From an optimization exercise on the open Yosys and OpenROAD flow, aimed at small area, a short achievable clock period and few clock cycles; shortcuts taken in it are not production practice. At most, simulation tests tie the RTL to the original design; equivalence was not proved. Power figures rest on the tool's default switching activity, not on a simulated workload.

## run a
==> flow/design.v <==
package prts_pkg;
    localparam int ID_W        = 16;
    localparam int REP_W       = 16;
    localparam int IN_PERIOD_W = 24;
    localparam int MAX_RESULTS = 16;
    localparam int FIRE_CNT_W  = $clog2(MAX_RESULTS + 1);
    localparam int CMD_W       = 2 + REP_W + ID_W;
    localparam logic [1:0] MODE_ADD_PER = 2'd0;
    localparam logic [1:0] MODE_ADD_REP = 2'd1;
    localparam logic [1:0] MODE_CANCEL  = 2'd2;
    localparam logic [1:0] MODE_TICK    = 2'd3;
    localparam logic [2:0] KIND_ADDED     = 3'd0;
    localparam logic [2:0] KIND_FULL      = 3'd1;
    localparam logic [2:0] KIND_CANCELLED = 3'd2;
    localparam logic [2:0] KIND_UNKNOWN   = 3'd3;
    localparam logic [2:0] KIND_FIRED     = 3'd4;
    typedef struct packed {
        logic [1:0]       mode;
        logic [REP_W-1:0] reps;
        logic [ID_W-1:0]  cancel_id;
    } t_cmd;
    typedef struct packed {
        logic [2:0]      kind;
        logic [ID_W-1:0] id;
        logic            last;
    } t_res;
endpackage
module prts_front #(
    parameter int PERIOD_BITS = 24
) (
    input  logic                              start,
    input  logic [1:0]                        i_mode,
    input  logic [prts_pkg::IN_PERIOD_W-1:0]  i_period_ms,
    input  logic [prts_pkg::REP_W-1:0]        i_repeat_count,
    input  logic [prts_pkg::ID_W-1:0]         i_cancel_id,
    input  logic                              i_multi,        
    output logic                              o_busy,
    output logic                              o_h_tick,
    output logic                              o_h_add,
    output logic                              o_h_cancel,
    output logic                              o_h_per_mode,
    output logic                              o_h_every,
    output logic [PERIOD_BITS-1:0]            o_h_per,
    output logic [prts_pkg::ID_W-1:0]         o_h_cid,
    output logic [prts_pkg::REP_W-1:0]        o_h_reps
);
    logic per_small;
    assign per_small = (i_period_ms[PERIOD_BITS-1:1] == '0);
    assign o_h_per   = i_period_ms[PERIOD_BITS-1:0];
    assign o_busy       = i_multi;
    assign o_h_tick     = start && !i_multi && (i_mode == prts_pkg::MODE_TICK);
    assign o_h_add      = start && !i_multi && (i_mode == prts_pkg::MODE_ADD_PER || i_mode == prts_pkg::MODE_ADD_REP);
    assign o_h_cancel   = start && !i_multi && (i_mode == prts_pkg::MODE_CANCEL);
    assign o_h_per_mode = (i_mode == prts_pkg::MODE_ADD_PER);
    assign o_h_every    = per_small;
    assign o_h_reps     = i_repeat_count;
    assign o_h_cid      = i_cancel_id;
endmodule
module prts_back #(
    parameter int NUM_SLOTS   = 16,
    parameter int PERIOD_BITS = 24
) (
    input  logic                       i_clk,
    input  logic                       i_rst_n,
    input  logic                       i_h_tick,
    input  logic                       i_h_add,
    input  logic                       i_h_cancel,
    input  logic                       i_h_per_mode,
    input  logic                       i_h_every,
    input  logic [PERIOD_BITS-1:0]     i_h_per,
    input  logic [prts_pkg::ID_W-1:0]  i_h_cid,
    input  logic [prts_pkg::REP_W-1:0] i_h_reps,
    output logic                       o_multi,
    output logic                       o_valid,
    output logic [2:0]                 o_kind,
    output logic [prts_pkg::ID_W-1:0]  o_id,
    output logic                       o_last
);
    localparam int NS = NUM_SLOTS;
    localparam int PB = PERIOD_BITS;
    localparam int IW = prts_pkg::ID_W;
    localparam int RW = prts_pkg::REP_W;
    logic [NS-1:0]    r_active;
    logic [NS-1:0]    r_periodic;
    logic [NS-1:0]    r_every;       
    logic [NS-1:0]    r_due;         
    logic [IW-1:0]    r_ident  [NS];
    logic [PB-1:0]    r_period [NS];
    logic [PB-1:0]    r_cd     [NS];
    logic [RW-1:0]    r_reps   [NS];
    logic [IW-1:0]    r_next_id;
    logic [NS-1:0]    r_fire;        
    logic [NS-1:0]    r_sel;         
    logic             r_multi;       
    logic             r_res_valid;
    logic [2:0]       r_res_kind;
    logic [IW-1:0]    r_res_id;
    logic             do_tick;
    logic             do_add;
    logic             do_cancel;
    assign do_tick   = i_h_tick;
    assign do_add    = i_h_add;
    assign do_cancel = i_h_cancel;
    assign o_multi   = r_multi;
    logic [NS-1:0]    fire;
    logic [NS-1:0]    rep_zero;
    logic [NS-1:0]    cd_two;
    logic [NS-1:0]    match;
    logic [NS-1:0]    add_sel;
    logic [NS-1:0]    can_sel;
    logic [NS-1:0]    free_v;
    always_comb begin
        for (int s = 0; s < NS; s++) begin
            fire[s]     = r_active[s] && r_due[s];
            rep_zero[s] = (r_reps[s] == '0);
            cd_two[s]   = (r_cd[s] == PB'(2));
            match[s]    = r_active[s] && (r_ident[s] == i_h_cid);
        end
        free_v  = ~r_active;
        add_sel = free_v & (~free_v + 1'b1);
        can_sel = match & (~match + 1'b1);
    end
    for (genvar s = 0; s < NS; s++) begin : g_slot
        always_ff @(posedge i_clk) begin
            if (!i_rst_n) begin
                r_active[s] <= 1'b0;
            end else if (do_add && add_sel[s]) begin
                r_active[s] <= 1'b1;
            end else if (do_cancel && can_sel[s]) begin
                r_active[s] <= 1'b0;
            end else if (do_tick && fire[s] && !r_periodic[s] && rep_zero[s]) begin
                r_active[s] <= 1'b0;
            end
        end
        always_ff @(posedge i_clk) begin
            if (do_add && add_sel[s]) begin
                r_periodic[s] <= i_h_per_mode;
                r_every[s]    <= i_h_every;
                r_ident[s]    <= r_next_id;
                r_period[s]   <= i_h_per;
            end
            if (do_add && add_sel[s]) begin
                r_due[s] <= 1'b1;
            end else if (do_tick) begin
                r_due[s] <= fire[s] ? r_every[s] : cd_two[s];
            end
            if (do_tick) begin
                r_cd[s] <= fire[s] ? r_period[s] : (r_cd[s] - 1'b1);
            end
            if (do_add && add_sel[s]) begin
                r_reps[s] <= i_h_reps;
            end else if (do_tick && fire[s]) begin
                r_reps[s] <= r_reps[s] - 1'b1;
            end
        end
    end
    logic [NS-1:0]    f_rest;
    logic [IW-1:0]    f_id;
    logic [NS-1:0]    fire_n;
    logic             multi_n;
    always_comb begin
        f_rest = r_fire & ~r_sel;
        f_id   = '0;
        for (int s = 0; s < NS; s++) begin
            f_id = f_id | ({IW{r_sel[s]}} & r_ident[s]);
        end
        fire_n  = do_tick ? fire : f_rest;
        multi_n = ((fire_n & (fire_n - 1'b1)) != '0);
    end
    always_ff @(posedge i_clk) begin
        if (!i_rst_n) begin
            r_fire      <= '0;
            r_sel       <= '0;
            r_multi     <= 1'b0;
            r_next_id   <= '0;
            r_res_valid <= 1'b0;
            o_valid     <= 1'b0;
        end else begin
            r_fire      <= fire_n;
            r_sel       <= fire_n & (~fire_n + 1'b1);
            r_multi     <= multi_n;
            if (do_add && free_v != '0) begin
                r_next_id <= r_next_id + 1'b1;
            end
            r_res_valid <= do_add || do_cancel;
            o_valid     <= (r_fire != '0) || r_res_valid;
        end
    end
    always_ff @(posedge i_clk) begin
        if (do_add) begin
            if (free_v != '0) begin
                r_res_kind <= prts_pkg::KIND_ADDED;
                r_res_id   <= r_next_id;
            end else begin
                r_res_kind <= prts_pkg::KIND_FULL;
                r_res_id   <= '0;
            end
        end else begin
            r_res_kind <= (match != '0) ? prts_pkg::KIND_CANCELLED : prts_pkg::KIND_UNKNOWN;
            r_res_id   <= i_h_cid;
        end
        if (r_fire != '0) begin
            o_kind <= prts_pkg::KIND_FIRED;
            o_id   <= f_id;
            o_last <= (f_rest == '0);
        end else begin
            o_kind <= r_res_kind;
            o_id   <= r_res_id;
            o_last <= 1'b1;
        end
    end
endmodule
module periodic_repeat_timer_scheduler #(
    parameter int NUM_SLOTS   = 16,
    parameter int PERIOD_BITS = 24
) (
    input  logic                              i_clk,
    input  logic                              i_rst_n,
    input  logic                              start,
    output logic                              busy,
    input  logic [1:0]                        i_mode,
    input  logic [prts_pkg::IN_PERIOD_W-1:0]  i_period_ms,
    input  logic [prts_pkg::REP_W-1:0]        i_repeat_count,
    input  logic [prts_pkg::ID_W-1:0]         i_cancel_id,
    output logic                              o_valid,
    output logic [2:0]                        o_kind,
    output logic [prts_pkg::ID_W-1:0]         o_result_id,
    output logic                              o_last
);
    logic                   h_tick;
    logic                   h_add;
    logic                   h_cancel;
    logic                   h_per_mode;
    logic                   h_every;
    logic [PERIOD_BITS-1:0] h_per;
    logic [prts_pkg::ID_W-1:0] h_cid;
    logic [prts_pkg::REP_W-1:0] h_reps;
    logic                   multi;
    prts_front #(
        .PERIOD_BITS (PERIOD_BITS)
    ) u_front (
        .start          (start),
        .i_mode         (i_mode),
        .i_period_ms    (i_period_ms),
        .i_repeat_count (i_repeat_count),
        .i_cancel_id    (i_cancel_id),
        .i_multi        (multi),
        .o_busy         (busy),
        .o_h_tick       (h_tick),
        .o_h_add        (h_add),
        .o_h_cancel     (h_cancel),
        .o_h_per_mode   (h_per_mode),
        .o_h_every      (h_every),
        .o_h_per        (h_per),
        .o_h_cid        (h_cid),
        .o_h_reps       (h_reps)
    );
    prts_back #(
        .NUM_SLOTS   (NUM_SLOTS),
        .PERIOD_BITS (PERIOD_BITS)
    ) u_back (
        .i_clk       (i_clk),
        .i_rst_n     (i_rst_n),
        .i_h_tick    (h_tick),
        .i_h_add     (h_add),
        .i_h_cancel  (h_cancel),
        .i_h_per_mode(h_per_mode),
        .i_h_every   (h_every),
        .i_h_per     (h_per),
        .i_h_cid     (h_cid),
        .i_h_reps    (h_reps),
        .o_multi     (multi),
        .o_valid     (o_valid),
        .o_kind      (o_kind),
        .o_id        (o_result_id),
        .o_last      (o_last)
    );
endmodule
Settings: LEC_CHECK=0, CAP_MARGIN=20, CORE_MARGIN=2, CORE_UTILIZATION=40, SETUP_SLACK_MARGIN=4.7, SLEW_MARGIN=20; clock period 7.5 ns.
run.sh (not shown) runs the stock make flow with config.mk's settings and CLKGATE_MAP_FILE= SYNTH_SCRIPT=/design/flow/synth_recipe.tcl, a recipe that flattens the netlist after the stock synthesis.
Modified inputs, run b compared to run a
Settings: CTS_BUF_LIST newly set to sky130_fd_sc_hd__clkbuf_8; CTS_CLUSTER_SIZE newly set to 30.
Results
- | synthesized cell count | run b vs run a | ≈ equal |
- Routed wire in run b totals less than in run a.
- [run b] critical path buffer and inverter count fell 7 relative to run a
- | filler cell count | lower: run a |
- Run a vs run b, launching element of the worst setup path: start vs u_back.r_multi$_SDFF_PN0_
- Compared with run a, in run b depth of the worst register-to-register path fell 3, maximum single-stage delay on the critical path rose 0.07 ns.
- Of run b and run a, the lower peak fanout along the critical path belongs to run b.
No functional check of the RTL was part of any run of this note.

---

Setup of before:
Another version of the RTL of periodic_repeat_timer_scheduler (not shown whole).
Size in the first run: ~5,800 cells after synthesis, ~83 I/O pins, about 68,000 µm² of cells after synthesis.
==> flow/config.mk <==
export PLATFORM = sky130hd
export DESIGN_NAME = periodic_repeat_timer_scheduler
export DESIGN_NICKNAME = periodic_repeat_timer_scheduler
export VERILOG_FILES = /design/flow/design.v
export SDC_FILE = /design/flow/constraint.sdc
export NUM_CORES = 4
export LEC_CHECK = 0
export CAP_MARGIN = 20
export CORE_MARGIN = 2
export CORE_UTILIZATION = 60
export PLACE_DENSITY = 0.7
export SETUP_SLACK_MARGIN = 4.75
export SLEW_MARGIN = 20
==> flow/constraint.sdc <==
create_clock -name core_clock -period 7.5 [get_ports {i_clk}]
set_input_delay 1.5000 -clock core_clock [delete_from_list [all_inputs] [get_ports {i_clk}]]
set_output_delay 1.5000 -clock core_clock [all_outputs]
set_load 0.01 [all_outputs]
standard.sh (not shown) runs the stock make flow with config.mk's settings and CLKGATE_MAP_FILE= SYNTH_SCRIPT=/design/flow/synth_recipe.tcl, a recipe that flattens the netlist after the stock synthesis.
==> flow/flow/run.sh <==
#!/bin/bash
# The standard layout, with the port buffers inserted as buf_4 cells (the flow then resizes
# them), and clock tree synthesis told to cluster up to 30 sinks within 70 um per leaf buffer
# and to add no dummy loads. The make output goes to standard_flow.log; each tool's own log
# is also under orfs/logs/.
set -uo pipefail
bash standard.sh \
  "BUFFER_PORTS_ARGS=-buffer_cell sky130_fd_sc_hd__buf_4" \
  "CTS_ARGS=-sink_clustering_enable -repair_clock_nets -dont_use_dummy_load -sink_clustering_size 30 -sink_clustering_max_diameter 70" \
  finish > standard_flow.log 2>&1
before reached the end of the flow, and the finished layout is clean on the timing, design-rule and antenna checks.
Testbench counts of before, summed over its fixed seeds: cycles 32,247.
#### Input delta (after over before)
- CORE_UTILIZATION changed from 60 to 40
- PLACE_DENSITY removed (was 0.7)
- SETUP_SLACK_MARGIN changed from 4.75 to 4.7
==> flow/flow/run.sh <==
#!/bin/bash
# The standard layout, with clock tree synthesis told to cluster up to 28 sinks within 60 um
# per leaf buffer and to add no dummy loads. The make output goes to standard_flow.log; each
# tool's own log is also under orfs/logs/.
set -uo pipefail
bash standard.sh \
  "CTS_ARGS=-sink_clustering_enable -repair_clock_nets -dont_use_dummy_load -sink_clustering_size 28 -sink_clustering_max_diameter 60" \
  finish > standard_flow.log 2>&1
## What came out
- Total inserted antenna cells: after vs before up 1
- The final reports for after and before show tightest hold margin higher in the former.
- after vs. before: switching power of the nets picked up an extra about 7%; data required time at the worst endpoint grew by 0.14 ns; sum of buffers and inverters on the critical path went up by 2; insertion delay of the later-clocked pin in the worst-skew pair shows an increase of 0.07 ns; shortest period the worst path allows moved up.
- Going from before to after, utilization of the core after routing went down 21 points; part of the power in the clock network now larger.
- The actual transition at the worst max-transition pin number comes out higher for before vs after.
- Compared with before, after degrades peak supply drop.

---

## run 1
periodic_repeat_timer_scheduler again, from the RTL that the note above started with.
==> flow/design.v (excerpt) <==
module periodic_repeat_timer_scheduler #(
    parameter int NUM_SLOTS   = 16,
    parameter int PERIOD_BITS = 24
) (
    input  logic                              i_clk,
    input  logic                              i_rst_n,
    input  logic                              start,
    output logic                              busy,
    input  logic [1:0]                        i_mode,
    input  logic [prts_pkg::IN_PERIOD_W-1:0]  i_period_ms,
    input  logic [prts_pkg::REP_W-1:0]        i_repeat_count,
    input  logic [prts_pkg::ID_W-1:0]         i_cancel_id,
    output logic                              o_valid,
    output logic [2:0]                        o_kind,
    output logic [prts_pkg::ID_W-1:0]         o_result_id,
    output logic                              o_last
);
    logic                   h_tick;
    logic                   h_add;
    logic                   h_cancel;
    logic                   h_per_mode;
    logic                   h_every;
    logic [PERIOD_BITS-1:0] h_arg;
    logic [prts_pkg::REP_W-1:0] h_reps;
    logic                   multi;
    logic                   multi_n;
    prts_front #(
  ...
export LEC_CHECK = 0
export CAP_MARGIN = 20
export CORE_MARGIN = 2
export CORE_UTILIZATION = 40
export SETUP_SLACK_MARGIN = 4.7
export SLEW_MARGIN = 20
create_clock -name core_clock -period 7.5 [get_ports {i_clk}]
==> flow/flow/run.sh <==
#!/bin/bash
# The standard layout, with clock tree synthesis told to cluster up to 30 sinks within 70 um
# per leaf buffer and to add no dummy loads. The make output goes to standard_flow.log; each
# tool's own log is also under orfs/logs/.
set -uo pipefail
bash standard.sh \
  "CTS_ARGS=-sink_clustering_enable -repair_clock_nets -dont_use_dummy_load -sink_clustering_size 30 -sink_clustering_max_diameter 70" \
  finish > standard_flow.log 2>&1
Testbench counts of run 1, summed over its fixed seeds: cycles 32,247.
What run 2 does differently from run 1 at the input level:
==> flow/flow/run.sh <==
#!/bin/bash
# The standard layout, with the port buffers inserted as buf_4 cells (the flow then resizes
# them), and clock tree synthesis told to cluster up to 25 sinks within 60 um per leaf buffer
# and to add no dummy loads. The make output goes to standard_flow.log; each tool's own log
# is also under orfs/logs/.
set -uo pipefail
bash standard.sh \
  "BUFFER_PORTS_ARGS=-buffer_cell sky130_fd_sc_hd__buf_4" \
  "CTS_ARGS=-sink_clustering_enable -repair_clock_nets -dont_use_dummy_load -sink_clustering_size 25 -sink_clustering_max_diameter 60" \
  finish > standard_flow.log 2>&1
-- flow/config.mk --
<<< run 1, line 9
export CORE_MARGIN = 2
export CORE_UTILIZATION = 40
export SETUP_SLACK_MARGIN = 4.7
export SLEW_MARGIN = 20
>>> run 2, line 9
export CORE_MARGIN = 2
export CORE_UTILIZATION = 60
export PLACE_DENSITY = 0.7
export SETUP_SLACK_MARGIN = 4.75
export SLEW_MARGIN = 20
[summary]
Vias: run 2 above run 1. Post-synthesis sequential area ratio: run 1 vs run 2 identical. Changes observed in run 2 relative to run 1: achievable frequency went up about 1.3%; transition time at the pin with the least slew margin went up 20 ps; worst setup slack after layout went up 35 ps. Taking run 1 over run 2, the amount of wire on met2 after detailed routing ratio works out to 1.11. Wire length of the first global-routing pass, run 1 and run 2, higher one = run 1. When the final numbers for run 1 and run 2 were put side by side, the setup fix buffers added after clock tree synthesis turned out to be smaller in run 2. Looking at end of the critical path, the u_back.r_res_kind[0]$_DFF_P_ result is from run 1; the busy one comes from run 2.
## Diff of input files: run 3 against run 2
==> flow/flow/run.sh <==
#!/bin/bash
# The standard layout, with clock tree synthesis told to cluster up to 16 sinks within 40 um
# per leaf buffer and to add no dummy loads. The make output goes to standard_flow.log; each
# tool's own log is also under orfs/logs/.
set -uo pipefail
bash standard.sh \
  "CTS_ARGS=-sink_clustering_enable -repair_clock_nets -dont_use_dummy_load -sink_clustering_size 16 -sink_clustering_max_diameter 40" \
  finish > standard_flow.log 2>&1
-- flow/config.mk --
<<< run 2, line 9
export CORE_MARGIN = 2
export CORE_UTILIZATION = 60
export PLACE_DENSITY = 0.7
export SETUP_SLACK_MARGIN = 4.75
export SLEW_MARGIN = 20
>>> run 3, line 9
export CORE_MARGIN = 2
export CORE_UTILIZATION = 40
export SETUP_SLACK_MARGIN = 4.7
export SLEW_MARGIN = 20
Launch point of the critical path = u_front.o_busy$_SDFF_PN0_: run 2; launch point of the critical path = u_back.o_id[12]$_DFF_P_: run 3. Of run 3 and run 2, the higher power per cell area belongs to run 3. Register fraction of the total cell area for run 3 is lower than for run 2. End point of the critical path: busy -> run 2, o_result_id[12] -> run 3. Summary — number of H-tree levels, run 3 relative to run 2: higher, by 1.
Setup changes, run 3 to run 4
==> flow/flow/run.sh <==
#!/bin/bash
# The standard layout, with the port buffers inserted as buf_4 cells (the flow then resizes
# them), and clock tree synthesis told to cluster up to 25 sinks within 60 um per leaf buffer
# and to add no dummy loads. The make output goes to standard_flow.log; each tool's own log
# is also under orfs/logs/.
set -uo pipefail
bash standard.sh \
  "BUFFER_PORTS_ARGS=-buffer_cell sky130_fd_sc_hd__buf_4" \
  "CTS_ARGS=-sink_clustering_enable -repair_clock_nets -dont_use_dummy_load -sink_clustering_size 25 -sink_clustering_max_diameter 60" \
  finish > standard_flow.log 2>&1
-- flow/config.mk --
<<< run 3, line 9
export CORE_MARGIN = 2
export CORE_UTILIZATION = 40
export SETUP_SLACK_MARGIN = 4.7
export SLEW_MARGIN = 20
>>> run 4, line 9
export CORE_MARGIN = 2
export CORE_UTILIZATION = 50
export PLACE_DENSITY = 0.62
export SETUP_SLACK_MARGIN = 4.75
export SLEW_MARGIN = 20
Notes after the runs:
- When run 4 is measured against run 3, its number of buffers inserted to repair setup after CTS turns out 3 higher.
- Run 4 — power attributed to the clock group about 30% lower, run 3 as reference
- Summary of run 4 over run 3: cell area fell by 2700 um2; total wire length after detailed routing down about 3%; number of clock-tree buffers in the layout lost 84.

## separate check: timing with driven ports
The results above use ideal ports. As a check the final layouts listed here were re-extracted and re-timed, cells and wires unchanged.
Step 1 (the two cells are an assumption about what drives the block):
set clk [get_ports {i_clk}]
set_driving_cell -lib_cell sky130_fd_sc_hd__clkbuf_16 $clk
set_driving_cell -lib_cell sky130_fd_sc_hd__buf_2 [delete_from_list [all_inputs] $clk]
Step 2 moves the port delays by t, midway between the first and last clock arrival at a register: inputs arrive t later, outputs are due t later. That takes back most of the time a late clock gives input paths.
a / b / c = ideal ports / drivers / drivers and shift; a / b = the first two.
run	shift t [ns]	setup slack, ns	worst hold slack (ns)	slew at the worst register clock pin (ns)
run a	0.868	4.370 / 4.415 / 3.547	0.413 / 0.413 / 0.413	0.06 / 0.06
run b	1.056	4.444 / 4.365 / 3.547	0.422 / 0.422 / 0.422	0.07 / 0.07
before	0.764	4.740 / 4.709 / 4.525	0.438 / 0.438 / 0.438	0.11 / 0.11
after	0.841	4.714 / 4.638 / 4.122	0.474 / 0.474 / 0.474	0.09 / 0.09
run 1	0.814	4.717 / 4.659 / 4.166	0.464 / 0.464 / 0.464	0.12 / 0.12
run 2	0.782	4.752 / 4.672 / 4.533	0.394 / 0.394 / 0.394	0.09 / 0.09
run 3	0.877	4.682 / 4.598 / 4.166	0.452 / 0.452 / 0.452	0.07 / 0.07
run 4	0.800	4.661 / 4.623 / 4.483	0.461 / 0.461 / 0.461	0.09 / 0.09
After both steps every run listed still meets setup and hold. The setup slack of run b, which loses most, moves by -0.079 ns with the drivers and by -0.897 ns with both steps.
